From an optimization exercise on the open Yosys and OpenROAD flow, aimed at small area, a short achievable clock period and few clock cycles per item; shortcuts taken in it are not production practice. Function was not checked in any run shown here: the RTL went through the layout flow alone. Power and IR drop assume default switching activity.

### flow/flow/run.sh
#!/bin/bash
# Standard layout with three changes:
#  - synthesis maps the logic with ABC's area script replaced by abc.script,
#    and without the adder extraction (ADDER_MAP_FILE empty); everything else,
#    register names included, is the standard synthesis; the run stops with
#    an error if its registers differ from the standard synthesis's;
#  - the port buffers are made from the smallest buffer cell.
# Each tool's output goes to a log of its own in this folder.
set -euo pipefail
here=$(pwd)
res=$here/orfs/results/$FLOW_PLATFORM/tile_convert_top/base

# The standard synthesis, kept for its registers
bash standard.sh synth > synth_standard.log 2>&1
cp $res/1_2_yosys.v $here/standard_synth.v
rm -rf $here/orfs

# ORFS's scripts with the area ABC script replaced
cp -r $FLOW_HOME/scripts $here/scripts
cp $here/flow/abc.script $here/scripts/abc_area.script
bash standard.sh synth SCRIPTS_DIR=$here/scripts ABC_AREA=1 ADDER_MAP_FILE= > synth.log 2>&1
python3 $here/flow/sameregs.py $here/standard_synth.v $res/1_2_yosys.v > sameregs.log 2>&1

export BUFFER_PORTS_ARGS="-buffer_cell sky130_fd_sc_hd__buf_1"
export CTS_ARGS="-sink_clustering_enable -repair_clock_nets -dont_use_dummy_load"
bash standard.sh finish > standard.log 2>&1
### flow/flow/abc.script
strash
dch -f
amap
### flow/flow/sameregs.py
# sameregs.py A.v B.v: exit 0 when both netlists hold the same flip-flops
# (instance names and cell types), else 1.
import re, sys
def regs(path):
    text = open(path).read()
    return sorted(re.findall(r'^\s*(sky130_fd_sc_hd__(?:df|edf|sdf|dl)\w*)\s+(\\\S+|\w+)\s*\(', text, re.M), key=lambda t: t[1])
a, b = regs(sys.argv[1]), regs(sys.argv[2])
print(f"{len(a)} registers in {sys.argv[1]}, {len(b)} in {sys.argv[2]}")
if a != b:
    for x in sorted(set(a) ^ set(b))[:20]:
        print("differs:", x)
    sys.exit(1)
print("same registers")
### flow/standard.sh
#!/bin/bash
# synth_recipe.tcl (not shown) runs the flow's synth.tcl, then flattens the netlist and writes it again
# the make line also repeats each setting of config.mk as NAME=value (left out here)
make -C /OpenROAD-flow-scripts/flow DESIGN_CONFIG=/design/flow/config.mk WORK_HOME=/design/flow/orfs CLKGATE_MAP_FILE= SYNTH_SCRIPT=/design/flow/synth_recipe.tcl "${@:-finish}"
### flow/config.mk
export PLATFORM = sky130hd
export DESIGN_NAME = tile_convert_top
export DESIGN_NICKNAME = tile_convert_top
export VERILOG_FILES = /design/flow/design.v
export SDC_FILE = /design/flow/constraint.sdc
export NUM_CORES = 4
export LEC_CHECK = 0
export CAP_MARGIN = 20
export CORE_MARGIN = 2
export CORE_UTILIZATION = 40
export SETUP_SLACK_MARGIN = 5
export SLEW_MARGIN = 20
### flow/constraint.sdc
create_clock -name core_clock -period 8.0 [get_ports {clk}]
set_input_delay 1.6000 -clock core_clock [delete_from_list [all_inputs] [get_ports {clk}]]
set_output_delay 1.6000 -clock core_clock [all_outputs]
set_load 0.01 [all_outputs]
### flow/design.v
`timescale 1ns/100ps
package conv_pkg;
    typedef logic signed [7:0] int8_t;
    typedef logic [16-1:0] bf16_t;
    typedef logic [7:0] smag_t;
    typedef logic [11:0] bf16_reg_t;
endpackage
`timescale 1ns/100ps
module int8_to_smag
(
    input  conv_pkg::int8_t value,
    output conv_pkg::smag_t smag
);
    logic       s;
    logic [6:0] x;
    logic [6:0] below;    
    assign s = value[7];
    assign x = {value[6:1], value[0] | (s & ~|value[6:1])};
    assign below[0] = 1'b0;
    for (genvar i = 1; i < 7; i++) begin : g_below
        assign below[i] = below[i-1] | x[i-1];
    end
    assign smag = {s, x ^ ({7{s}} & below)};
endmodule
module smag_to_bf16
(
    input  conv_pkg::smag_t     smag,
    output conv_pkg::bf16_reg_t result
);
    logic       s, z4, z2, z1;
    logic [6:0] m, a, b;
    logic [5:0] c;
    logic [7:0] e;
    assign {s, m} = smag;
    assign z4 = (m[6:3] == 4'd0);
    assign a  = z4 ? {m[2:0], 4'd0} : m;
    assign z2 = (a[6:5] == 2'd0);
    assign b  = z2 ? {a[4:0], 2'd0} : a;
    assign z1 = !b[6];
    assign c  = z1 ? {b[4:0], 1'b0} : b[5:0];
    assign e[7]   = !(z4 && z2);
    assign e[6:3] = {4{z4 && z2 && !z1}};
    assign e[2]   = !(z4 ^ z2) && !(z4 && z2 && z1);
    assign e[1]   = z2 && !(z4 && z1);
    assign e[0]   = !z1;
    assign result = {s, e[7], e[3], e[2:0], c};
endmodule
`timescale 1ns/100ps
module line_assembler
(
    input  logic                  clk,
    input  logic                  half_sel,
    input  logic [64-1:0] mem_data_in,
    output conv_pkg::smag_t [3:0] smag_q
);
    logic [64/2-1:0] word_half;
    conv_pkg::smag_t [3:0]   smag;
    assign word_half = half_sel ? mem_data_in[64-1:64/2]
                                : mem_data_in[64/2-1:0];
    for (genvar i = 0; i < 4; i++) begin : g_lane
        int8_to_smag u_smag (
            .value (word_half[i*8 +: 8]),
            .smag  (smag[i])
        );
    end
    always_ff @(posedge clk)
        smag_q <= smag;
endmodule
`timescale 1ns/100ps
module tile_buffer
(
    input  logic                  clk,
    input  conv_pkg::smag_t [3:0] smag_q,
    output logic [64-1:0] res_data_out
);
    conv_pkg::bf16_reg_t [3:0] conv;
    conv_pkg::bf16_reg_t [3:0] conv_q;
    for (genvar i = 0; i < 4; i++) begin : g_lane
        smag_to_bf16 u_conv (
            .smag   (smag_q[i]),
            .result (conv[i])
        );
        assign res_data_out[i*16 +: 16] =
            {conv_q[i][11:10], {4{conv_q[i][9]}}, conv_q[i][8:0], 1'b0};
    end
    always_ff @(posedge clk)
        conv_q <= conv;
endmodule
`timescale 1ns/100ps
module tile_word_counter
(
    input  logic       clk,
    input  logic       rd_active,
    input  logic       cv_active,
    output logic [5:0] rd_word,
    output logic [5:0] wr_word,
    output logic       rd_last
);
    logic [7:0] seq;
    logic       fb;
    assign fb = seq[5] ^ seq[4] ^ (seq[4:0] == 5'd0);
    always_ff @(posedge clk) begin
        if (!rd_active && !cv_active)
            seq <= '0;
        else
            seq <= {seq[6:0], fb};
    end
    assign rd_word = seq[5:0];
    assign wr_word = seq[7:2];
    assign rd_last = (seq[5:0] == 6'b100000);
endmodule
`timescale 1ns/100ps
module tile_ctrl_fsm
(
    input  logic     clk,
    input  logic     rst,
    input  logic     comp_enb,
    input  logic     rd_last,
    output logic     rd_active,
    output logic     cv_active,
    output logic     wr_active,
    output logic     busy,
    output logic     done
);
    always_ff @(posedge clk) begin
        if (rst) begin
            rd_active <= 1'b0;
            cv_active <= 1'b0;
            wr_active <= 1'b0;
        end else begin
            if (rd_active)
                rd_active <= !rd_last;
            else
                rd_active <= comp_enb && !cv_active && !wr_active;    
            cv_active <= rd_active;
            wr_active <= cv_active;
        end
    end
    assign busy = rd_active || cv_active;
    assign done = wr_active && !cv_active;    
endmodule
`timescale 1ns/100ps
module tile_convert_top
(
    input  logic                   clk,
    input  logic                   rst,
    input  logic                   comp_enb,
    output logic                   busy,
    output logic                   done,
    output logic [16-1:0] mem_addr,
    output logic                   mem_read_enb,
    input  logic [64-1:0]  mem_data_in,
    output logic [16-1:0] res_addr,
    output logic [64-1:0]  res_data_out,
    output logic                   res_write_enb
);
    logic                  rd_active;
    logic                  cv_active;
    logic                  wr_active;
    logic                  rd_last;
    logic [5:0]            rd_word;
    logic [5:0]            wr_word;
    conv_pkg::smag_t [3:0] smag_q;
    tile_ctrl_fsm u_fsm (
        .clk       (clk),
        .rst       (rst),
        .comp_enb  (comp_enb),
        .rd_last   (rd_last),
        .rd_active (rd_active),
        .cv_active (cv_active),
        .wr_active (wr_active),
        .busy      (busy),
        .done      (done)
    );
    tile_word_counter u_counter (
        .clk       (clk),
        .rd_active (rd_active),
        .cv_active (cv_active),
        .rd_word   (rd_word),
        .wr_word   (wr_word),
        .rd_last   (rd_last)
    );
    line_assembler u_assembler (
        .clk         (clk),
        .half_sel    (rd_word[0]),
        .mem_data_in (mem_data_in),
        .smag_q      (smag_q)
    );
    tile_buffer u_buffer (
        .clk          (clk),
        .smag_q       (smag_q),
        .res_data_out (res_data_out)
    );
    assign mem_addr      = {11'd0, rd_word[5:1]};
    assign res_addr      = {10'd0, wr_word};
    assign mem_read_enb  = rd_active;
    assign res_write_enb = wr_active;
endmodule
==> impl_metrics.csv, run 1 <==
group,metric,value,unit
final_layout,drive_gt1_share,11.6,%
drt,firstDrtPassIters,4,
global_route,grt_pass1_wl,12.6,mm
final_layout,final_cell_area,4500,um^2
synthesis,ys_top_cells_by_count,"dfxtp_1, nor2_1, buf_4, a21oi_1, o22ai_1",
synthesis,syn_inst,408,
hold_path,min_path_type,"reg -> reg",
synthesis,async_flop_share,0,%
drt,detail_route.vias_per_cell,4.95,
final_layout,nets,620,
power_and_ir_drop,p_per_area,389,nW/um^2
global_route,gr-usage-all-layers,16.0,%
sta,finalHoldViolations,0,
synthesis,synthFlopType,"dfxtp_1",
synthesis,synth_edf_count,0,
setup_path,end_kind,"flop",
power_and_ir_drop,vdd_drop_max,121,uV
floorplan,ios,167,
setup_path,ff2ff_setup_slack,5.29,ns
floorplan,row_count,34,
clocking,cts_num_sinks,91,
sta,finalSetupTns,0,ns
clocking,clkTransAtPathRegs,0.08,ns
synthesis,synth.largest_area_cell,"dfxtp_1",
setup_path,critPathBufInv,3,
clocking,h-tree-depth,3,
synthesis,synth_cell_type_count,24,
floorplan,fp.dieH,98.3,um
setup_path,cpMaxStageDelayCell,"o41ai_4",
sta,relSlewSlack,39.2,%
synthesis,yosysSeqAreaShare,51.2,%
synthesis,ys_ff_latch,91,
power_and_ir_drop,power,1.75,mW
global_route,antenna_found_initial,0,
job,cap_violations,0,
global_route,grt_max_degree,35,
drt,routed_wirelength,8.18,mm
synthesis,yosys.area.top_type_share,51.2,%
floorplan,core_area,8680,um^2
setup_path,crit_type,"in -> reg",
placement,place_congestion,0.876,
drt,drc,0,
outcome,status,"no timing/DRC/antenna violations",
clocking,clockRootBuffer,"clkbuf_8",
drt,routed-via-count,3260,
sta,tightest_slew,0.903,ns
global_route,grt_pass1_vias,2816,
setup_path,max_stage_delay,0.37,ns
synthesis,syn_avg_cell_area,8.72,um^2
sta,max_freq,340,MHz
placement,place_ws,4.51,ns
sta,fin_crit,2.94,ns
drt,postRouteAntennaNets,0,
floorplan,dieWidth,98.3,um
synthesis,synth.most_common_cell,"dfxtp_1",
setup_path,worstPathArrival,3.22,ns
placement,place_inst,640,
floorplan,start_util,41.0,%
power_and_ir_drop,p_leak,1.70,nW
clocking,clock_latency,0.35,ns
synthesis,ys_top_cells_by_area,"dfxtp_1, buf_4, o22ai_1, nor2_1, a21oi_1",
placement,portBuffers,141,
drt,first_iter_violations,86,
sta,slew_viol_final,0,
setup_path,critPathMaxFanout,3,
final_layout,fin_util,51.8,%
setup_path,path_cells,"buf_1, o22ai_2, clkinv_2, o41ai_4, nand2_1, o21a_1, o21ai_2, clkinv_1, o21ai_1, nor2_1, a21oi_1",
clocking,ctsLongestPathBuffers,2,
sta,whs,0.322,ns
sta,fin_crit_sh,36.8,%
setup_path,critical_path_required,8.27,ns
clocking,cts_buffers,9,
synthesis,syn-cell-area,3560,um^2
sta,final-setup-viol-count,0,
synthesis,ys_warn_count,4,
setup_path,cp-start-kind,"input pin",
global_route,overflow,0,
sta,setup_slack,5.06,ns
final_layout,num_antenna_cells,0,
final_layout,area_delta_synth_final,26.3,%
final_layout,fin_cells,659,
drt,route.detailed.wl_per_inst,12.4,um
sta,grt_setup_unrepaired,"yes",
placement,dp_hpwl,5.96,mm
floorplan,die-area,9670,um^2
setup_path,critPathTopFamily,"compound AO/OA/AOI/OAI gates",
sta,clock-skew-final,0.0142,ns
placement,placed_area,4090,um^2
clocking,cts_tree,"done",
[layout by cell type (no fill, tap or decap), types with 2 or more instances in the layout]
cell	n
nor2b_1	10
o21ai_0	24
nor2_4	2
dfxtp_1	90
clkinv_2	4
buf_4	9
a22oi_1	2
o21ai_2	5
o22ai_4	5
nor4_2	2
nor2_1	55
o22ai_2	12
buf_1	140
conb_1	25
o41ai_4	3
a21oi_1	40
nor4_1	3
o21a_1	3
nand2_1	18
clkbuf_8	9
o32ai_1	5
nand3_1	4
inv_2	5
o22a_1	17
clkinv_1	25
o22ai_1	19
[per-layer routing]
layer  global-route usage, %  up-vias  part of all wire, %
met3                    4.01       13                  7.6
met2                    26.3      131                   48
li1                        -     1670                    -
met4                    7.48        0                  1.5
met1                    19.7     1446                   43
met5                       0        -                    0
[report_power, final]
| group | total [mW] | switching [mW] | internal (mW) |
|---|---|---|---|
| combinational | 0.782 | 0.479 | 0.303 |
| clock | 0.233 | 0.132 | 0.101 |
| sequential | 0.736 | 0.101 | 0.635 |
[worst paths after layout]
path / startpoint / to / depth (start not counted)
min: u_assembler.smag_q[7]$_DFF_P_ / u_buffer.conv_q[11]$_DFF_P_ / 0
min reg2reg: u_assembler.smag_q[7]$_DFF_P_ / u_buffer.conv_q[11]$_DFF_P_ / 0
max reg2reg: u_assembler.smag_q[22]$_DFF_P_ / u_buffer.conv_q[28]$_DFF_P_ / 5
max: mem_data_in[11] / u_assembler.smag_q[12]$_DFF_P_ / 11
[registers in the layout (all words and copies together), names as in the netlist]
register,count
u_fsm.rd_active,1
u_buffer.conv_q,48
u_assembler.smag_q,32
u_fsm.cv_active,1
u_fsm.wr_active,1
u_counter.seq,8
[final cells by class]
| type | instances | area, um^2 |
|---|---|---|
| Sequential cell | 91 | 1830 |
| Timing Repair Buffer | 151 | 609 |
| Inverter | 35 | 144 |
| Clock buffer | 9 | 124 |
| Multi-Input combinational cell | 265 | 1660 |
| Tap cell | 108 | 135 |
| Fill cell | 835 | 4180 |
[timing repair]
item,in CTS,in global routing
setup buffers,0,9
endpoints found under the hold margin,0,0
pin swaps,0,10
setup endpoints to repair,22,20
gates cloned,0,0
gates resized for setup,4,40
hold buffers,0,0
[kinds of logic (layout without fill, tap and decap cells)]
| kind of cell | Yosys count | after routing | synth area share, % |
|---|---|---|---|
| AOI/OAI and AO/OA | 140 | 140 | 24.3 |
| and+or+nand+nor | 100 | 100 | 12.1 |
| DFF | 91 | 91 | 51.2 |
| buffers and inverters | 76 | 195 | 12.3 |
| other | 1 | 25 | 0.105 |
[worst register-to-register path, stage by stage (launching register included)]
cell,delay [ns]
dfxtp_1,0.34
nor4_1,0.78
a21oi_1,0.23
o21ai_0,0.57
clkinv_1,0.40
o22a_1,0.30
==> run 2, diff against run 1 <==
--- a/flow/config.mk
+++ b/flow/config.mk
@@ -8,5 +8,4 @@
 export CAP_MARGIN = 20
 export CORE_MARGIN = 2
 export CORE_UTILIZATION = 40
-export SETUP_SLACK_MARGIN = 5
 export SLEW_MARGIN = 20
==> impl_metrics.csv, run 2 <==
group,metric,value,unit
placement,dp_hpwl,6.11,mm
sta,relSlewSlack,33.0,%
synthesis,synth.largest_area_cell,"dfxtp_1",
drt,drc,0,
final_layout,largest_register_ffs,48,
setup_path,worstPathArrival,3.89,ns
global_route,grt_pass1_vias,2835,
floorplan,ios,167,
placement,portBuffers,141,
global_route,grt_pass1_wl,12.8,mm
floorplan,fp.dieH,98.3,um
clocking,cts-resized-gates,0,
synthesis,ys_ff_latch,91,
drt,routed_wirelength,7.93,mm
global_route,met3_usage,3.08,%
final_layout,largest_registers,"u_buffer.conv_q x48, u_assembler.smag_q x32, u_counter.seq x8",
setup_path,ff2ff_setup_slack,4.31,ns
sta,finalHoldViolations,0,
drt,route.detailed.wl_per_inst,12.2,um
hold_path,whs_path_depth,0,
synthesis,ys_top_cells_by_area,"dfxtp_1, buf_4, o22ai_1, nor2_1, a21oi_1",
sta,fin_crit_sh,46.2,%
synthesis,async_flop_share,0,%
sta,slew_viol_final,0,
final_layout,drive_gt1_share,1.85,%
drt,postRouteAntennaNets,0,
clocking,holdBufCountCts,0,
hold_path,hold_end,"u_buffer.conv_q[47]$_DFF_P_",
synthesis,synth_edf_count,0,
final_layout,nFillCells,896,
hold_path,min_path_type,"reg -> reg",
sta,final-setup-viol-count,0,
synthesis,synth.most_common_cell,"dfxtp_1",
setup_path,cp-start-kind,"flop",
final_layout,area_delta_synth_final,16.2,%
final_layout,multi_input_area,1390,um^2
global_route,antenna_found_initial,0,
final_layout,ff_latch_area,1820,um^2
sta,fin_crit,3.69,ns
drt,firstDrtPassIters,4,
final_layout,final_common_cell,"buf_1",
floorplan,row_count,34,
clocking,cts_tree,"done",
setup_path,timing.rr.end,"u_assembler.smag_q[6]$_DFF_P_",
global_route,overflow,0,
final_layout,final_cell_mix,"buf_1, dfxtp_1, nor2_1",
placement,place_congestion,0.841,
synthesis,synth_cell_type_count,24,
clocking,cts_num_sinks,91,
clocking,cts_buffers,9,
synthesis,ys_warn_count,4,
global_route,grt_max_degree,35,
synthesis,ys_top_cells_by_count,"dfxtp_1, nor2_1, buf_4, a21oi_1, o22ai_1",
global_route,grt-busiest-layer,"met2",
synthesis,syn_inst,408,
synthesis,syn-cell-area,3560,um^2
clocking,clock_latency,0.35,ns
drt,routed-via-count,3193,
power_and_ir_drop,power,1.66,mW
power_and_ir_drop,p_per_area,400,nW/um^2
setup_path,reg2reg_depth,16,
sta,grt_setup_unrepaired,"no",
synthesis,syn_avg_cell_area,8.72,um^2
floorplan,die-area,9670,um^2
global_route,gr-usage-all-layers,16.1,%
setup_path,critical_path_required,8.19,ns
setup_path,critPathMaxFanout,34,
global_route,grt_use_met1,20.3,%
sta,max_freq,271,MHz
final_layout,top_register,"u_buffer.conv_q",
final_layout,num_antenna_cells,0,
final_layout,fin_util,47.7,%
hold_path,hp-start,"u_assembler.smag_q[31]$_DFF_P_",
synthesis,yosysSeqAreaShare,51.2,%
power_and_ir_drop,p_leak,1.54,nW
sta,tightest_slew,0.996,ns
sta,clock-skew-final,0.0322,ns
synthesis,synthFlopType,"dfxtp_1",
clocking,h-tree-depth,3,
clocking,clkTransAtPathRegs,0.06,ns
floorplan,start_util,41.0,%
synthesis,yosys.area.top_type_share,51.2,%
clocking,post_cts_buffers,0,
drt,first_iter_violations,68,
outcome,status,"no timing/DRC/antenna violations",
final_layout,nets,611,
setup_path,crit_type,"reg -> reg",
job,cap_violations,0,
floorplan,core_area,8680,um^2
power_and_ir_drop,vdd_drop_max,108,uV
clocking,clockRootBuffer,"clkbuf_8",
global_route,use_met2,26.9,%
floorplan,dieWidth,98.3,um
setup_path,rr_startpoint,"u_counter.seq[0]$_SDFF_PP0_",
drt,detail_route.vias_per_cell,4.91,
clocking,ctsLongestPathBuffers,2,
sta,finalSetupTns,0,ns
setup_path,end_kind,"flop",
[run 2: cell counts after synthesis]
Identical to the previous run, type by type.
[run 2: logic make-up after synthesis]
logic type	Yosys count	synth area share, %
AOI/OAI and AO/OA	140	24.3
buffers and inverters	76	12.3
DFF	91	51.2
other	1	0.105
and+or+nand+nor	100	12.1
[run 2: metal layers]
metal  vias up  wire (um)
met5         -          0
met4         0        160
met3        16        517
met2       130       3710
met1      1399       3540
li1       1648          -
[run 2: how the worst max path moves through the flow]
| stage | start | to | slack [ns] | depth (start not counted) |
|---|---|---|---|---|
| 2_1_floorplan | u_counter.seq[0]$_SDFF_PP0_ | u_assembler.smag_q[6]$_DFF_P_ | 4.58 | 15 |
| 3_3_place_gp | mem_data_in[3] | u_assembler.smag_q[6]$_DFF_P_ | 4.50 | 15 |
| 3_5_place_dp | u_counter.seq[0]$_SDFF_PP0_ | u_assembler.smag_q[6]$_DFF_P_ | 4.32 | 16 |
| 4_1_cts | u_counter.seq[0]$_SDFF_PP0_ | u_assembler.smag_q[6]$_DFF_P_ | 4.30 | 16 |
| 5_1_grt | u_counter.seq[0]$_SDFF_PP0_ | u_assembler.smag_q[6]$_DFF_P_ | 3.71 | 16 |
| 6_report | u_counter.seq[0]$_SDFF_PP0_ | u_assembler.smag_q[6]$_DFF_P_ | 4.31 | 16 |
[run 2: per-stage QoR]
step           setup slack [ns]  cell area [um^2]  hold slack (ns)  instances
2_1_floorplan              4.58              3650            0.310        432
3_3_place_gp               4.50              4010            0.314        641
3_5_place_dp               4.32              4010            0.314        641
4_1_cts                    4.30              4140            0.328        650
5_1_grt                    3.71              4140            0.332        650
6_report                   4.31              4140            0.326        650
[run 2: report_power, final]
part           switching, mW  internal, mW  total (mW)
clock network          0.131         0.101       0.232
registers             0.0752         0.634       0.709
logic                  0.455         0.259       0.714
[run 2: layout make-up]
cell class	count	area share (%)
multi-input combinational	265	33.5
inverter	35	3.18
tap	108	3.27
timing repair buffer	142	13.0
sequential	91	44.0
clock buffer	9	2.99
[run 2: worst max-delay path, cell delays in order (launching register included)]
cell and delay (ns):
dfxtp_1 0.30, buf_4 0.33, clkinv_1 0.83, o22ai_1 0.47, clkinv_1 0.14, nor2_1 0.15, nand3_1 0.09, nor3_1 0.18
a222oi_1 0.11, nand2_1 0.12, nand2_1 0.08, o21ai_0 0.12, clkinv_1 0.15, o21ai_0 0.15, clkinv_1 0.16, o21ai_0 0.10
o22ai_1 0.09
==> run 3, diff against run 2 <==
==> flow/design.v (replaced) <==
`timescale 1ns/100ps
package conv_pkg;
    typedef logic signed [7:0] int8_t;
    typedef logic [16-1:0] bf16_t;
    typedef logic [8:0] half_t;
endpackage
`timescale 1ns/100ps
module int8_to_bf16_front
(
    input  conv_pkg::int8_t value,
    output conv_pkg::half_t half
);
    logic       s;
    logic [6:0] x;
    logic       sat;
    logic [6:0] below;    
    logic [6:0] m;
    logic       z4;
    assign s   = value[7];
    assign x   = value[6:0];
    assign sat = s && (x == 7'd0);    
    for (genvar i = 0; i < 7; i++) begin : g_below
        assign below[i] = (i == 0) ? 1'b0 : |x[(i == 0 ? 0 : i-1):0];
    end
    assign m = sat ? 7'h7F : (x ^ ({7{s}} & below));
    assign z4   = s ? (&x[6:3] && |x[2:0]) : (x[6:3] == 4'd0);
    assign half = {z4, s, z4 ? {m[2:0], 4'd0} : m};
endmodule
module int8_to_bf16_back
(
    input  conv_pkg::half_t half,
    output conv_pkg::bf16_t result
);
    logic       z4, z2, z1, s;
    logic [6:0] a, b;
    logic [5:0] c;
    logic [7:0] e;
    assign {z4, s, a} = half;
    assign z2 = (a[6:5] == 2'd0);
    assign b  = z2 ? {a[4:0], 2'd0} : a;
    assign z1 = !b[6];
    assign c  = z1 ? {b[4:0], 1'b0} : b[5:0];
    assign e[7]   = !(z4 && z2);
    assign e[6:3] = {4{z4 && z2 && !z1}};
    assign e[2]   = !(z4 ^ z2) && !(z4 && z2 && z1);
    assign e[1]   = z2 && !(z4 && z1);
    assign e[0]   = !z1;
    assign result = {s, e, c, 1'b0};
endmodule
`timescale 1ns/100ps
module line_assembler
(
    input  logic                  half_sel,
    input  logic [64-1:0] mem_data_in,
    output conv_pkg::half_t [3:0] halves
);
    logic [64/2-1:0] word_half;
    assign word_half = half_sel ? mem_data_in[64-1:64/2]
                                : mem_data_in[64/2-1:0];
    for (genvar i = 0; i < 4; i++) begin : g_lane
        int8_to_bf16_front u_front (
            .value (word_half[i*8 +: 8]),
            .half  (halves[i])
        );
    end
endmodule
`timescale 1ns/100ps
module tile_buffer
(
    input  logic                  clk,
    input  conv_pkg::half_t [3:0] halves_in,
    output logic [64-1:0] res_data_out
);
    conv_pkg::half_t [3:0] halves_q;
    always_ff @(posedge clk)
        halves_q <= halves_in;
    for (genvar i = 0; i < 4; i++) begin : g_lane
        int8_to_bf16_back u_back (
            .half   (halves_q[i]),
            .result (res_data_out[i*16 +: 16])
        );
    end
endmodule
`timescale 1ns/100ps
module tile_word_counter
(
    input  logic       clk,
    input  logic       rd_active,
    output logic [5:0] rd_word,
    output logic [5:0] wr_word,
    output logic       rd_last
);
    logic [6:0] seq;
    logic       fb;
    assign fb = seq[5] ^ seq[4] ^ (seq[4:0] == 5'd0);
    always_ff @(posedge clk) begin
        if (!rd_active)
            seq <= '0;
        else
            seq <= {seq[5:0], fb};
    end
    assign rd_word = seq[5:0];
    assign wr_word = seq[6:1];
    assign rd_last = (seq[5:0] == 6'b100000);
endmodule
`timescale 1ns/100ps
module tile_ctrl_fsm
(
    input  logic     clk,
    input  logic     rst,
    input  logic     comp_enb,
    input  logic     rd_last,
    output logic     rd_active,
    output logic     wr_active,
    output logic     busy,
    output logic     done
);
    always_ff @(posedge clk) begin
        if (rst) begin
            rd_active <= 1'b0;
            wr_active <= 1'b0;
        end else begin
            if (rd_active)
                rd_active <= !rd_last;
            else
                rd_active <= comp_enb && !wr_active;    
            wr_active <= rd_active;
        end
    end
    assign busy = rd_active;
    assign done = wr_active && !rd_active;    
endmodule
`timescale 1ns/100ps
module tile_convert_top
(
    input  logic                   clk,
    input  logic                   rst,
    input  logic                   comp_enb,
    output logic                   busy,
    output logic                   done,
    output logic [16-1:0] mem_addr,
    output logic                   mem_read_enb,
    input  logic [64-1:0]  mem_data_in,
    output logic [16-1:0] res_addr,
    output logic [64-1:0]  res_data_out,
    output logic                   res_write_enb
);
    logic                  rd_active;
    logic                  wr_active;
    logic                  rd_last;
    logic [5:0]            rd_word;
    logic [5:0]            wr_word;
    conv_pkg::half_t [3:0] halves;
    tile_ctrl_fsm u_fsm (
        .clk       (clk),
        .rst       (rst),
        .comp_enb  (comp_enb),
        .rd_last   (rd_last),
        .rd_active (rd_active),
        .wr_active (wr_active),
        .busy      (busy),
        .done      (done)
    );
    tile_word_counter u_counter (
        .clk       (clk),
        .rd_active (rd_active),
        .rd_word   (rd_word),
        .wr_word   (wr_word),
        .rd_last   (rd_last)
    );
    line_assembler u_assembler (
        .half_sel    (rd_word[0]),
        .mem_data_in (mem_data_in),
        .halves      (halves)
    );
    tile_buffer u_buffer (
        .clk          (clk),
        .halves_in    (halves),
        .res_data_out (res_data_out)
    );
    assign mem_addr      = {11'd0, rd_word[5:1]};
    assign res_addr      = {10'd0, wr_word};
    assign mem_read_enb  = rd_active;
    assign res_write_enb = wr_active;
endmodule
--- a/flow/config.mk
+++ b/flow/config.mk
@@ -8,4 +8,5 @@
 export CAP_MARGIN = 20
 export CORE_MARGIN = 2
 export CORE_UTILIZATION = 40
+export SETUP_SLACK_MARGIN = 4.5
 export SLEW_MARGIN = 20
==> impl_metrics.csv, run 3 <==
group,metric,value,unit
final_layout,fin_cells,602,
power_and_ir_drop,p_seq_share,33.5,%
placement,portBuffers,141,
sta,max_freq,297,MHz
sta,fin_crit,3.37,ns
global_route,overflow,0,
clocking,cts_buffers,5,
hold_path,hold_end,"u_counter.seq[6]$_SDFF_PN0_",
setup_path,critical_path_required,6.40,ns
floorplan,fp.dieH,87.9,um
drt,postRouteAntennaNets,0,
power_and_ir_drop,p_clk_share,13.4,%
placement,place_inst,597,
global_route,gr-usage-all-layers,17.3,%
power_and_ir_drop,power_switching,0.400,mW
synthesis,synthMuxAreaShare,0,%
final_layout,final_common_cell,"buf_1",
synthesis,synth.largest_area_cell,"dfxtp_1",
final_layout,largest_registers,"u_buffer.halves_q x36, u_counter.seq x7",
setup_path,crit_type,"reg -> out",
synthesis,synth.most_common_cell,"nor2_1",
sta,whs,0.484,ns
sta,final-setup-viol-count,0,
sta,tightest_slew,0.688,ns
drt,first_iter_violations,120,
setup_path,cpMaxStageDelayCell,"a21oi_2",
setup_path,max_stage_delay,0.40,ns
power_and_ir_drop,sw_frac_of_total,43.8,%
sta,clock-skew-final,0.0195,ns
drt,route.detailed.wl_per_inst,11.8,um
final_layout,num_antenna_cells,0,
clocking,clockRootBuffer,"clkbuf_8",
global_route,grt_pass1_wl,10.7,mm
hold_path,whs_path_depth,2,
sta,finalHoldViolations,0,
final_layout,top_register,"u_buffer.halves_q",
global_route,antenna_found_initial,0,
sta,fin_crit_sh,42.1,%
synthesis,syn_inst,382,
synthesis,ys_ff_latch,45,
clocking,cts_num_sinks,45,
synthesis,synth_edf_count,0,
setup_path,rr_startpoint,"u_counter.seq[0]$_SDFF_PN0_",
sta,slew_viol_final,0,
hold_path,min_path_type,"reg -> reg",
floorplan,core_area,6790,um^2
final_layout,largest_register_ffs,36,
final_layout,final_cell_mix,"buf_1, nor2_1, clkinv_1",
setup_path,cp-start-kind,"flop",
power_and_ir_drop,power_frac_comb,53.1,%
global_route,grt_pass1_vias,2437,
synthesis,ys_warn_count,3,
floorplan,start_util,41.5,%
synthesis,async_flop_share,0,%
power_and_ir_drop,p_leak,1.17,nW
sta,grt_setup_unrepaired,"no",
setup_path,ff2ff_setup_slack,5.01,ns
sta,relSlewSlack,54.0,%
power_and_ir_drop,internal_power,0.514,mW
final_layout,nets,575,
synthesis,ys_top_cells_by_area,"dfxtp_1, buf_4, nor2_1, o22ai_1, o22a_1",
setup_path,end_kind,"output pin",
clocking,h-tree-depth,2,
floorplan,row_count,30,
setup_path,reg2reg_depth,8,
drt,firstDrtPassIters,6,
synthesis,synth_xor_area_share,0.311,%
clocking,clock_latency,0.29,ns
global_route,grt_max_degree,34,
setup_path,worstPathArrival,1.77,ns
synthesis,yosys.area.top_type_share,32.0,%
synthesis,synthFlopType,"dfxtp_1",
clocking,cts_tree,"done",
clocking,ctsLongestPathBuffers,2,
final_layout,area_delta_synth_final,18.3,%
setup_path,critPathMaxFanout,11,
job,cap_violations,0,
floorplan,ios,167,
synthesis,synth_cell_type_count,32,
drt,routed-via-count,2995,
placement,dp_hpwl,5.63,mm
drt,routed_wirelength,7.12,mm
floorplan,dieWidth,87.9,um
synthesis,ys_top_cells_by_count,"nor2_1, clkinv_1, buf_4, dfxtp_1, o22ai_1",
power_and_ir_drop,vdd_drop_max,108,uV
synthesis,synth_fa_ha_area_share,0,%
synthesis,synth-simple-area-share,17.0,%
outcome,status,"no timing/DRC/antenna violations",
drt,drc,0,
final_layout,nFillCells,701,
synthesis,synth-compound-area-share,31.6,%
floorplan,die-area,7730,um^2
clocking,clkTransAtPathRegs,0.09,ns
placement,place_ws,4.44,ns
final_layout,fin_util,49.1,%
synthesis,yosysSeqAreaShare,32.0,%
sta,finalSetupTns,0,ns
power_and_ir_drop,p_per_area,274,nW/um^2
final_layout,multi_input_area,1520,um^2
final_layout,drive_gt1_share,2.96,%
placement,place_congestion,0.881,
setup_path,path_cells,"nor2_2, a21oi_2, clkinv_1, o22a_1, buf_1",
synthesis,syn_avg_cell_area,7.37,um^2
hold_path,hp-start,"u_counter.seq[5]$_SDFF_PN0_",
final_layout,ff_latch_area,901,um^2
setup_path,timing.rr.end,"u_buffer.halves_q[6]$_DFF_P_",
sta,setup_slack,4.63,ns
synthesis,syn-cell-area,2820,um^2
drt,detail_route.vias_per_cell,4.98,
synthesis,synth_top_family_by_area,"compound AO/OA/AOI/OAI gates",
run 3: cell count changes after synthesis, moves of 6 or more:
cell | previous run | this run
a211oi_1 | 1 | 8
a21oi_1 | 40 | 21
buf_4 | 41 | 47
clkinv_1 | 35 | 48
dfxtp_1 | 91 | 45
nand2_1 | 19 | 13
nor2_1 | 57 | 65
nor3_1 | 1 | 12
o21ai_0 | 31 | 14
run 3: logic make-up (layout without fill, tap and decap cells):
kind of cell / Yosys count / in the layout
AO/OA/AOI/OAI: 129 / 129
other: 1 / 25
XOR/XNOR: 1 / 1
buffers and inverters: 95 / 195
flip-flops: 45 / 45
AND/OR/NAND/NOR: 111 / 111
run 3: metal layers:
| layer | up-vias | routed length, um | global-route usage (%) |
|---|---|---|---|
| met5 | - | 0 | 0 |
| met4 | 0 | 21 | 3.78 |
| met3 | 2 | 461 | 4.05 |
| met2 | 113 | 3530 | 30.9 |
| met1 | 1305 | 3100 | 21.1 |
| li1 | 1575 | - | - |
run 3: what timing repair did:
action | CTS | global route
gates resized for setup | 6 | 8
endpoints found under the setup margin | 19 | 37
buffers inserted | 0 | 0
hold buffers | 0 | 0
run 3: final cells by class:
class | instances | area share, %
Inverter | 48 | 5.52
Clock buffer | 5 | 2.06
Sequential cell | 45 | 27.0
Multi-Input combinational cell | 266 | 45.7
Tap cell | 96 | 3.60
Timing Repair Buffer | 142 | 16.1
run 3: worst max path at each step:
stage / from / endpoint / slack [ns] / cells after the start
global route: mem_data_in[2] / u_buffer.halves_q[6]$_DFF_P_ / 4.53 / 8
finish: u_buffer.halves_q[33]$_DFF_P_ / res_data_out[53] / 4.63 / 5
detailed placement: mem_data_in[7] / u_buffer.halves_q[6]$_DFF_P_ / 4.44 / 6
CTS: u_buffer.halves_q[33]$_DFF_P_ / res_data_out[53] / 4.51 / 5
floorplan: u_counter.seq[0]$_SDFF_PN0_ / u_buffer.halves_q[32]$_DFF_P_ / 4.66 / 10
global placement: mem_data_in[2] / u_buffer.halves_q[6]$_DFF_P_ / 4.45 / 8
run 3: worst max-delay path: cells and delay by family (launching register included):
kind                   cells  cell delay, ns
flip-flops                 1            0.36
buffers and inverters      2            0.39
AND/OR/NAND/NOR            1            0.10
AO/OA/AOI/OAI              2            0.64
run 3: per-stage QoR:
step | power [mW] | cell area (um^2)
after floorplan | 0.659 | 2910
after global placement | 0.774 | 3210
after detailed placement | 0.778 | 3210
after CTS | 0.910 | 3300
after global routing | 0.991 | 3330
final | 0.915 | 3330
run 3: power groups by stage:
| stage | registers [mW] | clock network, mW | logic, mW |
|---|---|---|---|
| CTS | 0.301 | 0.129 | 0.480 |
| floorplan | 0.302 | 0 | 0.357 |
| global placement | 0.303 | 0 | 0.471 |
| global route | 0.312 | 0.140 | 0.539 |
| detailed placement | 0.303 | 0 | 0.475 |
| finish | 0.306 | 0.123 | 0.485 |
==> run 4, diff against run 3 <==
--- a/flow/config.mk
+++ b/flow/config.mk
@@ -8,5 +8,5 @@
 export CAP_MARGIN = 20
 export CORE_MARGIN = 2
 export CORE_UTILIZATION = 40
-export SETUP_SLACK_MARGIN = 4.5
+export SETUP_SLACK_MARGIN = 4.7
 export SLEW_MARGIN = 20
==> impl_metrics.csv, run 4 <==
group,metric,value,unit
outcome,status,"no timing/DRC/antenna violations",
sta,clock-skew-final,0.0180,ns
drt,detail_route.vias_per_cell,5.00,
power_and_ir_drop,power,0.956,mW
hold_path,hp-start,"u_counter.seq[5]$_SDFF_PN0_",
global_route,grt_pass1_vias,2439,
sta,fin_crit,3.22,ns
placement,place_congestion,0.816,
sta,slew_viol_final,0,
sta,final-setup-viol-count,0,
power_and_ir_drop,power_frac_comb,54.3,%
final_layout,num_antenna_cells,0,
synthesis,synth_edf_count,0,
setup_path,critical_path_required,6.40,ns
clocking,h-tree-depth,2,
clocking,ctsLongestPathBuffers,2,
setup_path,crit_start,"u_buffer.halves_q[15]$_DFF_P_",
drt,routed-via-count,3057,
floorplan,core_area,6790,um^2
global_route,met3_usage,4.81,%
final_layout,nFillCells,691,
floorplan,row_count,30,
synthesis,ys_top_cells_by_area,"dfxtp_1, buf_4, nor2_1, o22ai_1, o22a_1",
synthesis,ys_warn_count,3,
power_and_ir_drop,p_leak,1.24,nW
synthesis,synth.most_common_cell,"nor2_1",
final_layout,final_cell_mix,"buf_1, nor2_1, dfxtp_1",
power_and_ir_drop,vdd_drop_max,112,uV
synthesis,yosysSeqAreaShare,32.0,%
global_route,grt_pass1_wl,10.6,mm
synthesis,syn-cell-area,2820,um^2
sta,max_freq,310,MHz
global_route,grt_use_met1,21.8,%
synthesis,syn_avg_cell_area,7.37,um^2
sta,finalHoldViolations,0,
power_and_ir_drop,sw_frac_of_total,43.7,%
power_and_ir_drop,power_switching,0.418,mW
global_route,overflow,0,
global_route,use_met2,29.3,%
floorplan,start_util,41.5,%
floorplan,ios,167,
global_route,antenna_found_initial,0,
hold_path,min_path_type,"reg -> reg",
final_layout,area_delta_synth_final,23.6,%
synthesis,ys_top_cells_by_count,"nor2_1, clkinv_1, buf_4, dfxtp_1, o22ai_1",
global_route,grt_max_degree,34,
floorplan,die-area,7730,um^2
clocking,cts_tree,"done",
drt,routed_wirelength,7.18,mm
sta,finalSetupTns,0,ns
power_and_ir_drop,internal_power,0.538,mW
drt,route.detailed.wl_per_inst,11.7,um
synthesis,synth.largest_area_cell,"dfxtp_1",
setup_path,rr_startpoint,"u_counter.seq[0]$_SDFF_PN0_",
final_layout,final_common_cell,"buf_1",
setup_path,worstPathArrival,1.62,ns
setup_path,crit_type,"reg -> out",
job,cap_violations,0,
global_route,gr-usage-all-layers,17.3,%
synthesis,synthFlopType,"dfxtp_1",
sta,setup_slack,4.78,ns
final_layout,nets,585,
final_layout,top_register,"u_buffer.halves_q",
sta,tightest_slew,0.631,ns
drt,drc,0,
global_route,grt-busiest-layer,"met2",
sta,relSlewSlack,57.9,%
setup_path,critPathMaxFanout,8,
sta,fin_crit_sh,40.3,%
floorplan,fp.dieH,87.9,um
drt,first_iter_violations,127,
clocking,cts_num_sinks,45,
clocking,clkTransAtPathRegs,0.09,ns
drt,postRouteAntennaNets,0,
sta,grt_setup_unrepaired,"yes",
setup_path,end_kind,"output pin",
placement,place_ws,4.47,ns
placement,dp_hpwl,5.60,mm
power_and_ir_drop,p_seq_share,32.6,%
final_layout,drive_gt1_share,6.98,%
synthesis,syn_inst,382,
final_layout,final_cell_area,3480,um^2
floorplan,dieWidth,87.9,um
power_and_ir_drop,p_clk_share,13.1,%
placement,portBuffers,141,
placement,placed_area,3210,um^2
synthesis,synth_cell_type_count,32,
final_layout,largest_registers,"u_buffer.halves_q x36, u_counter.seq x7",
synthesis,ys_ff_latch,45,
synthesis,async_flop_share,0,%
final_layout,largest_register_ffs,36,
clocking,cts_buffers,5,
clocking,clock_latency,0.30,ns
synthesis,yosys.area.top_type_share,32.0,%
setup_path,cp-start-kind,"flop",
drt,firstDrtPassIters,6,
clocking,clockRootBuffer,"clkbuf_8",
power_and_ir_drop,p_per_area,275,nW/um^2
## run 4: cells by family (layout without fill, tap and decap cells)
kind of cell,count (synthesis),in the layout,share of synthesized area (%)
compound gates,129,130,31.6
xor+xnor,1,1,0.311
buf+inv,95,204,18.9
flops,45,45,32.0
other cells,1,25,0.133
simple gates,111,111,17.0
## run 4: path summary, 6_finish.rpt
| path | endpoint | slack, ns | depth (start not counted) |
|---|---|---|---|
| min | u_counter.seq[6]$_SDFF_PN0_ | 0.49 | 2 |
| max reg2reg | u_buffer.halves_q[29]$_SDFF_PP0_ | 5.35 | 8 |
| min reg2reg | u_counter.seq[6]$_SDFF_PN0_ | 0.49 | 2 |
| max | res_data_out[21] | 4.78 | 5 |
## run 4: cell type report
type	instances	area, um^2	area share (%)
Inverter	48	181	5.21
Tap cell	96	120	3.45
Sequential cell	45	901	25.9
Clock buffer	5	68.8	1.98
Multi-Input combinational cell	267	1610	46.1
Timing Repair Buffer	151	604	17.4
## run 4: worst max-delay path: stages, from the launching register on
cell and delay (ns):
dfxtp_1 0.36, nor2_4 0.23, clkinv_1 0.20, o22a_1 0.23
o22a_1 0.20, buf_1 0.12
## run 4: stage by stage
stage / hold WS, ns / util [%] / std cells
detailed placement: 0.479 / 47.3 / 597
finish: 0.493 / 51.2 / 612
global placement: 0.474 / 47.3 / 597
CTS: 0.493 / 49.4 / 602
floorplan: 0.501 / - / 406
global route: 0.524 / 51.2 / 612
## run 4: repair_timing
item | CTS | global route
buffers inserted | 0 | 9
hold buffers | 0 | 0
endpoints found under the setup margin | 48 | 37
pin swaps | 1 | 5
resized for setup | 16 | 13
gates cloned | 0 | 1
## run 4: routing by layer
| metal | vias up | routed length, um |
|---|---|---|
| met5 | - | 0 |
| met4 | 0 | 48 |
| met3 | 5 | 515 |
| met2 | 113 | 3440 |
| met1 | 1344 | 3180 |
| li1 | 1595 | - |
## run 4: power groups by stage
stage                     Combinational (mW)  Sequential (mW)  Clock, mW
final                                  0.519            0.312      0.125
after global placement                 0.472            0.302          0
after detailed placement               0.473            0.303          0
after CTS                              0.487            0.310      0.128
after floorplan                        0.357            0.302          0
after global routing                   0.576            0.318      0.140
==> run 5, diff against run 4 <==
--- a/flow/design.v
+++ b/flow/design.v
@@ -12,18 +12,17 @@
 );
     logic       s;
     logic [6:0] x;
-    logic       sat;
     logic [6:0] below;    
     logic [6:0] m;
     logic       z4;
-    assign s   = value[7];
-    assign x   = value[6:0];
-    assign sat = s && (x == 7'd0);    
-    for (genvar i = 0; i < 7; i++) begin : g_below
-        assign below[i] = (i == 0) ? 1'b0 : |x[(i == 0 ? 0 : i-1):0];
+    assign s = value[7];
+    assign x = {value[6:1], value[0] | (s & ~|value[6:1])};
+    assign below[0] = 1'b0;
+    for (genvar i = 1; i < 7; i++) begin : g_below
+        assign below[i] = below[i-1] | x[i-1];
     end
-    assign m = sat ? 7'h7F : (x ^ ({7{s}} & below));
-    assign z4   = s ? (&x[6:3] && |x[2:0]) : (x[6:3] == 4'd0);
+    assign m = x ^ ({7{s}} & below);
+    assign z4   = (m[6:3] == 4'd0);
     assign half = {z4, s, z4 ? {m[2:0], 4'd0} : m};
 endmodule
 module int8_to_bf16_back
--- a/flow/flow/run.sh
+++ b/flow/flow/run.sh
@@ -1,10 +1,12 @@
 #!/bin/bash
-# Standard layout with three changes:
+# Standard layout with these changes:
 #  - synthesis maps the logic with ABC's area script replaced by abc.script,
 #    and without the adder extraction (ADDER_MAP_FILE empty); everything else,
 #    register names included, is the standard synthesis; the run stops with
 #    an error if its registers differ from the standard synthesis's;
-#  - the port buffers are made from the smallest buffer cell.
+#  - the port buffers are made from the smallest buffer cell;
+#  - clock tree synthesis inserts no dummy loads and uses clkbuf_4 only;
+#  - one tie cell drives all constant outputs.
 # Each tool's output goes to a log of its own in this folder.
 set -euo pipefail
 here=$(pwd)
@@ -22,5 +24,6 @@
 python3 $here/flow/sameregs.py $here/standard_synth.v $res/1_2_yosys.v > sameregs.log 2>&1
 
 export BUFFER_PORTS_ARGS="-buffer_cell sky130_fd_sc_hd__buf_1"
-export CTS_ARGS="-sink_clustering_enable -repair_clock_nets -dont_use_dummy_load"
+export CTS_ARGS="-sink_clustering_enable -repair_clock_nets -dont_use_dummy_load -buf_list {sky130_fd_sc_hd__clkbuf_4 sky130_fd_sc_hd__clkbuf_8}"
+export SKIP_REPAIR_TIE_FANOUT=1
 bash standard.sh finish > standard.log 2>&1
==> flow/flow/abc.script (replaced) <==
&get -n
&deepsyn -T 60
&put
dch -f
amap
--- a/flow/config.mk
+++ b/flow/config.mk
@@ -8,5 +8,5 @@
 export CAP_MARGIN = 20
 export CORE_MARGIN = 2
 export CORE_UTILIZATION = 40
-export SETUP_SLACK_MARGIN = 4.7
+export SETUP_SLACK_MARGIN = 4.5
 export SLEW_MARGIN = 20
==> impl_metrics.csv, run 5 <==
group,metric,value,unit
global_route,gr-usage-all-layers,19.3,%
synthesis,yosys.area.top_type_share,34.1,%
sta,finalHoldViolations,0,
setup_path,critical_path_required,8.20,ns
synthesis,ys_top_cells_by_area,"dfxtp_1, buf_4, nor2_1, o22ai_1, o21ai_0",
floorplan,dieWidth,85.3,um
final_layout,final_common_cell,"buf_1",
clocking,cts_num_sinks,45,
global_route,grt_pass1_vias,2707,
hold_path,min_path_type,"reg -> reg",
sta,grt_setup_unrepaired,"yes",
final_layout,largest_registers,"u_buffer.halves_q x36, u_counter.seq x7",
drt,drc,0,
hold_path,hp-start,"u_counter.seq[2]$_SDFF_PN0_",
global_route,grt_max_degree,34,
setup_path,crit_type,"in -> reg",
synthesis,synth.largest_area_cell,"dfxtp_1",
sta,fin_crit_sh,48.4,%
clocking,clock_latency,0.30,ns
sta,tightest_slew,0.532,ns
sta,fin_crit,3.87,ns
sta,final-setup-viol-count,0,
setup_path,timing.rr.end,"u_buffer.halves_q[15]$_DFF_P_",
synthesis,synth-simple-area-share,17.9,%
synthesis,synth-compound-area-share,29.1,%
synthesis,async_flop_share,0,%
floorplan,fp.dieH,85.3,um
clocking,clkTransAtPathRegs,0.09,ns
sta,slew_viol_final,0,
job,cap_violations,0,
synthesis,syn_inst,368,
sta,max_freq,258,MHz
final_layout,area_delta_synth_final,38.4,%
setup_path,critPathMaxFanout,4,
setup_path,path_common_cell,"nor2_2",
synthesis,yosysSeqAreaShare,34.1,%
setup_path,cp-start-kind,"input pin",
setup_path,cpMaxStageDelayCell,"o22a_2",
setup_path,ff2ff_setup_slack,4.53,ns
synthesis,synth_xor_area_share,0,%
sta,finalSetupTns,0,ns
drt,first_iter_violations,138,
synthesis,synth_edf_count,0,
setup_path,end_kind,"flop",
setup_path,reg2reg_depth,17,
sta,relSlewSlack,64.5,%
floorplan,start_util,41.4,%
placement,portBuffers,141,
drt,firstDrtPassIters,4,
final_layout,nets,597,
global_route,grt_pass1_wl,11.5,mm
setup_path,max_stage_delay,0.27,ns
setup_path,rr_startpoint,"u_counter.seq[0]$_SDFF_PN0_",
hold_path,whs_path_depth,1,
synthesis,synth_fa_ha_area_share,0,%
synthesis,synth_top_family_by_area,"compound AO/OA/AOI/OAI gates",
final_layout,nFillCells,641,
power_and_ir_drop,p_leak,1.44,nW
drt,postRouteAntennaNets,0,
setup_path,critPathBufInv,1,
clocking,cts_buffers,5,
final_layout,drive_gt1_share,23.7,%
hold_path,hold_end,"u_counter.seq[3]$_SDFF_PN0_",
drt,routed_wirelength,7.85,mm
sta,whs,0.485,ns
clocking,ctsLongestPathBuffers,2,
floorplan,ios,167,
drt,detail_route.vias_per_cell,5.08,
floorplan,row_count,29,
global_route,overflow,0,
synthesis,synth.most_common_cell,"nor2_1",
power_and_ir_drop,p_per_area,225,nW/um^2
setup_path,worstPathArrival,4.07,ns
outcome,status,"no timing/DRC/antenna violations",
power_and_ir_drop,power,0.824,mW
final_layout,top_register,"u_buffer.halves_q",
synthesis,synthMuxAreaShare,0,%
synthesis,ys_top_cells_by_count,"nor2_1, buf_4, dfxtp_1, clkinv_1, o22ai_1",
clocking,cts_tree,"done",
synthesis,synth_cell_type_count,24,
clocking,clockRootBuffer,"clkbuf_8",
synthesis,ys_warn_count,3,
synthesis,synthFlopType,"dfxtp_1",
power_and_ir_drop,vdd_drop_max,123,uV
final_layout,final_cell_mix,"buf_1, buf_4, nor2_1",
drt,route.detailed.wl_per_inst,13.0,um
global_route,antenna_found_initial,0,
clocking,h-tree-depth,2,
drt,routed-via-count,3074,
synthesis,syn-cell-area,2640,um^2
floorplan,die-area,7280,um^2
setup_path,path_cells,"buf_1, o22a_2, nor3_4, a41oi_2, nor2_2, nor2_2, nor2_2, nor2_2, nor2_2, o21ai_2, nand2_1, nand2_2, nand2_2, nand2_2, a21oi_2, nand4b_1, o21ai_1",
sta,clock-skew-final,0.0282,ns
synthesis,syn_avg_cell_area,7.18,um^2
final_layout,largest_register_ffs,36,
placement,place_congestion,0.915,
placement,dp_hpwl,5.31,mm
floorplan,core_area,6390,um^2
setup_path,critPathTopFamily,"simple AND/OR/NAND/NOR gates",
synthesis,ys_ff_latch,45,
final_layout,num_antenna_cells,0,
## run 5: changes by cell type after synthesis, sizes merged, moves of 6 or more
cell / delta
nor3: -7
nand2: +19
o22a: -6
a21o: +6
nand3: -6
clkinv: -10
o21ai: +19
a211oi: -7
## run 5: worst max path at each step
stage,start,to,cells after the start
2_1_floorplan,mem_data_in[1],u_buffer.halves_q[0]$_SDFF_PN0_,17
3_3_place_gp,mem_data_in[9],u_buffer.halves_q[13]$_DFF_P_,17
3_5_place_dp,mem_data_in[9],u_buffer.halves_q[14]$_DFF_P_,17
4_1_cts,mem_data_in[19],u_buffer.halves_q[19]$_SDFF_PN0_,18
5_1_grt,mem_data_in[9],u_buffer.halves_q[13]$_DFF_P_,17
6_report,mem_data_in[9],u_buffer.halves_q[15]$_DFF_P_,17
## run 5: power by group
part           internal [mW]  switching, mW  leakage, nW
registers              0.262         0.0233        0.376
clock network         0.0563         0.0653       0.0359
logic                  0.173          0.245         1.03
total                  0.490          0.334         1.44
## run 5: metrics by stage
stage	setup WS (ns)	area (um^2)	cells	utilization (%)
after global placement	4.04	2980	540	46.7
after floorplan	4.42	2700	368	-
final	4.13	3660	605	57.3
after detailed placement	4.03	2980	540	46.7
after CTS	4.43	3410	587	53.4
after global routing	4.01	3660	605	57.3
## run 5: routing by layer
metal  up-vias  wire [um]  part of all wire (%)  GRT usage [%]
met5         -          0                     0              0
met3         8        508                   6.5           3.50
met1      1373       3290                    42           23.3
li1       1572          -                     -              -
met2       121       3960                    50           33.9
met4         0         88                   1.1           7.65
## run 5: area by class of cell
cell class,instances,area (um^2),area share (%)
tap,77,96.3,2.63
sequential,45,901,24.6
clock buffer,5,68.8,1.88
inverter,38,149,4.07
timing repair buffer,202,988,27.0
multi-input combinational,238,1460,39.8
## run 5: kinds of logic (layout without fill, tap and decap cells)
kind of cell           count (synthesis)  after routing
DFF                                   45             45
buffers and inverters                 85            245
other                                  1              1
and+or+nand+nor                      115            115
AOI/OAI and AO/OA                    122            122
## run 5: timing repair
action | 4_1_cts | 5_1_grt
gates resized for setup | 16 | 45
setup buffers | 42 | 18
pin swaps | 32 | 39
hold buffers | 0 | 0
setup endpoints to repair | 28 | 30
==> run 6, diff against run 5 <==
==> flow/flow/abc.script (replaced) <==
strash
dch -f
amap
--- a/flow/config.mk
+++ b/flow/config.mk
@@ -7,6 +7,6 @@
 export LEC_CHECK = 0
 export CAP_MARGIN = 20
 export CORE_MARGIN = 2
-export CORE_UTILIZATION = 40
+export CORE_UTILIZATION = 50
 export SETUP_SLACK_MARGIN = 4.5
 export SLEW_MARGIN = 20
==> impl_metrics.csv, run 6 <==
group,metric,value,unit
outcome,status,"no timing/DRC/antenna violations",
drt,routed-via-count,2898,
global_route,antenna_found_initial,0,
hold_path,min_path_type,"reg -> reg",
power_and_ir_drop,internal_power,0.503,mW
final_layout,top_register,"u_buffer.halves_q",
setup_path,cp-start-kind,"input pin",
floorplan,ios,167,
floorplan,die-area,5960,um^2
setup_path,critPathTopFamily,"compound AO/OA/AOI/OAI gates",
synthesis,syn-cell-area,2680,um^2
clocking,cts_tree,"done",
power_and_ir_drop,power_frac_comb,51.2,%
synthesis,synth_cell_type_count,24,
global_route,grt_pass1_wl,10.8,mm
final_layout,largest_register_ffs,36,
synthesis,synthFlopType,"dfxtp_1",
synthesis,synth_edf_count,0,
drt,postRouteAntennaNets,0,
floorplan,row_count,26,
power_and_ir_drop,p_per_area,250,nW/um^2
synthesis,ys_top_cells_by_area,"dfxtp_1, buf_4, nor2_1, o22ai_1, o22a_1",
floorplan,dieWidth,77.2,um
final_layout,largest_registers,"u_buffer.halves_q x36, u_counter.seq x7",
setup_path,path_cells,"buf_1, o22ai_2, and2_4, nand3_2, nor2_2, a222oi_1, nand2_1, o21ai_2, o21ai_2, o21bai_4, nor2_2, a21oi_2, nand4b_1, clkinv_2, nor2_2",
setup_path,worstPathArrival,3.68,ns
hold_path,hp-start,"u_counter.seq[5]$_SDFF_PN0_",
placement,place_inst,526,
setup_path,critPathBufInv,2,
floorplan,core_area,5140,um^2
sta,fin_crit,3.45,ns
sta,finalSetupTns,0,ns
synthesis,synth.most_common_cell,"nor2_1",
drt,route.detailed.wl_per_inst,12.6,um
drt,drc,0,
hold_path,hold_end,"u_counter.seq[6]$_SDFF_PN0_",
clocking,h-tree-depth,2,
setup_path,critical_path_required,8.24,ns
setup_path,crit_type,"in -> reg",
sta,slew_viol_final,0,
sta,fin_crit_sh,43.1,%
global_route,grt_pass1_vias,2403,
setup_path,ff2ff_setup_slack,4.81,ns
synthesis,yosys.area.top_type_share,33.6,%
setup_path,path_common_cell,"nor2_2",
final_layout,multi_input_area,1600,um^2
synthesis,syn_inst,362,
clocking,holdBufCountCts,0,
synthesis,yosysSeqAreaShare,33.6,%
placement,place_ws,4.00,ns
placement,dp_hpwl,5.01,mm
setup_path,rr_startpoint,"u_counter.seq[0]$_SDFF_PN0_",
setup_path,timing.rr.end,"u_buffer.halves_q[29]$_SDFF_PN0_",
sta,finalHoldViolations,0,
clocking,cts_buffers,5,
setup_path,max_stage_delay,0.31,ns
drt,first_iter_violations,76,
setup_path,end_kind,"flop",
job,cap_violations,0,
clocking,ctsLongestPathBuffers,2,
global_route,overflow,0,
setup_path,path_depth,15,
setup_path,reg2reg_depth,14,
power_and_ir_drop,p_clk_share,14.0,%
final_layout,drive_gt1_share,17.5,%
synthesis,ys_warn_count,3,
clocking,clock_latency,0.28,ns
final_layout,area_delta_synth_final,29.2,%
clocking,clockRootBuffer,"clkbuf_8",
sta,clock-skew-final,0.0112,ns
power_and_ir_drop,power_switching,0.364,mW
placement,place_congestion,0.909,
power_and_ir_drop,sw_frac_of_total,42.0,%
final_layout,final_common_cell,"buf_1",
global_route,grt_max_degree,35,
sta,final-setup-viol-count,0,
floorplan,start_util,52.1,%
final_layout,num_antenna_cells,0,
clocking,clkTransAtPathRegs,0.08,ns
hold_path,whs_path_depth,2,
sta,setup_slack,4.55,ns
sta,max_freq,290,MHz
final_layout,final_cell_mix,"buf_1, nor2_1, dfxtp_1",
placement,portBuffers,141,
power_and_ir_drop,p_leak,1.24,nW
final_layout,nFillCells,462,
drt,routed_wirelength,6.93,mm
synthesis,async_flop_share,0,%
final_layout,fin_cells,550,
synthesis,synth.largest_area_cell,"dfxtp_1",
synthesis,ys_ff_latch,45,
synthesis,ys_top_cells_by_count,"nor2_1, buf_4, dfxtp_1, a21oi_1, o22ai_1",
synthesis,syn_avg_cell_area,7.40,um^2
drt,firstDrtPassIters,5,
floorplan,fp.dieH,77.2,um
global_route,gr-usage-all-layers,21.9,%
final_layout,ff_latch_area,905,um^2
setup_path,cpMaxStageDelayCell,"a222oi_1",
sta,grt_setup_unrepaired,"yes",
drt,detail_route.vias_per_cell,5.27,
final_layout,nets,549,
clocking,cts_num_sinks,45,
power_and_ir_drop,vdd_drop_max,144,uV
power_and_ir_drop,p_seq_share,34.7,%
setup_path,critPathMaxFanout,4,
-- run 6: cell types whose count changed in the layout (fill, tap and decap cells not counted), sizes merged, moves of 7 or more --
cell	previous run	this run
a21oi	21	36
nand2	32	15
o21ai	33	24
o22a	16	23
clkinv	38	26
buf	201	159
-- run 6: worst max-delay path by stage --
stage | slack [ns] | to | start
floorplan | 4.49 | u_buffer.halves_q[18]$_SDFF_PN0_ | mem_data_in[19]
global route | 4.37 | u_buffer.halves_q[1]$_SDFF_PN0_ | mem_data_in[3]
detailed placement | 4.00 | u_buffer.halves_q[9]$_SDFF_PN0_ | mem_data_in[15]
CTS | 4.52 | res_data_out[21] | u_buffer.halves_q[15]$_DFF_P_
finish | 4.55 | u_buffer.halves_q[19]$_SDFF_PN0_ | mem_data_in[19]
global placement | 3.97 | u_buffer.halves_q[9]$_SDFF_PN0_ | mem_data_in[15]
-- run 6: area by class of cell --
type / instances / area share [%]
clock buffer: 5 / 1.99
inverter: 31 / 3.76
multi-input combinational: 239 / 46.2
sequential: 45 / 26.1
tap: 70 / 2.53
timing repair buffer: 160 / 19.4
-- run 6: cells by family after synthesis --
logic type	synth area share, %
other	0.140
AO/OA/AOI/OAI	31.8
flip-flops	33.6
buffers and inverters	17.5
AND/OR/NAND/NOR	16.9
-- run 6: through the flow --
step | utilization, % | hold WS (ns) | total power, mW | instance area, um^2
finish | 67.4 | 0.492 | 0.867 | 3460
global route | 67.4 | 0.524 | 0.937 | 3460
CTS | 61.5 | 0.496 | 0.815 | 3160
detailed placement | 59.1 | 0.484 | 0.684 | 3040
global placement | 59.1 | 0.478 | 0.683 | 3040
floorplan | - | 0.504 | 0.590 | 2770
-- run 6: metal layers --
| layer | wire [um] | vias to the layer above | part of all wire, % | global-route usage, % |
|---|---|---|---|---|
| li1 | - | 1498 | - | - |
| met1 | 3100 | 1273 | 45 | 29.2 |
| met2 | 3290 | 119 | 47 | 35.7 |
| met3 | 463 | 8 | 6.7 | 3.88 |
| met4 | 75 | 0 | 1.1 | 7.68 |
| met5 | 0 | - | 0 | 0 |
-- run 6: power by group through the flow --
stage	Clock, mW	Sequential [mW]	Combinational [mW]
after floorplan	0	0.289	0.301
after global placement	0	0.296	0.387
after detailed placement	0	0.296	0.388
after CTS	0.124	0.294	0.398
after global routing	0.134	0.306	0.496
final	0.122	0.301	0.444
-- run 6: timing repair --
item,in CTS,in global routing
gates resized for setup,7,55
endpoints found under the setup margin,46,45
cloned,0,0
pin swaps,5,30
buffers inserted,4,15
-- run 6: worst register-to-register path: cells and delay by family, from the launching register on --
kind                   cells  cell delay [ns]
and+or+nand+nor            5             0.69
AOI/OAI and AO/OA          6             1.15
buffers and inverters      3             0.58
DFF                        1             0.65

## static timing again, ports no longer ideal
Ports are ideal in the flow. The routed layouts listed here were re-timed in OpenROAD.
Step 1 (the two cells are an assumption about what drives the block):
set clk [get_ports {clk}]
set_driving_cell -lib_cell sky130_fd_sc_hd__clkbuf_16 $clk
set_driving_cell -lib_cell sky130_fd_sc_hd__buf_2 [delete_from_list [all_inputs] $clk]
Step 2 times the ports against the registers' clock, not the clock port: input delays grow and output delays shrink by t, the midpoint of the rising clock arrivals with the driver on.
Slacks: ideal ports / drivers / drivers and shift; pairs: ideal ports / drivers.
run | t, ns | slack for setup (ns) | hold slack, ns | slew at the worst register clock pin (ns)
run 1 | 0.372 | 5.058 / 5.066 / 4.694 | 0.322 / 0.322 / 0.322 | 0.08 / 0.08
run 2 | 0.365 | 4.305 / 4.305 / 4.305 | 0.326 / 0.326 / 0.326 | 0.10 / 0.10
run 3 | 0.308 | 4.630 / 4.602 / 4.410 | 0.484 / 0.484 / 0.484 | 0.09 / 0.09
run 4 | 0.318 | 4.778 / 4.750 / 4.584 | 0.493 / 0.493 / 0.493 | 0.09 / 0.09
run 5 | 0.320 | 4.131 / 4.139 / 3.819 | 0.485 / 0.485 / 0.485 | 0.09 / 0.09
run 6 | 0.314 | 4.553 / 4.558 / 4.245 | 0.492 / 0.492 / 0.492 | 0.08 / 0.08
After both steps setup and hold are still met in every run listed. The setup slack of run 1, which loses most, moves by +0.008 ns with the drivers and by -0.364 ns with both steps.
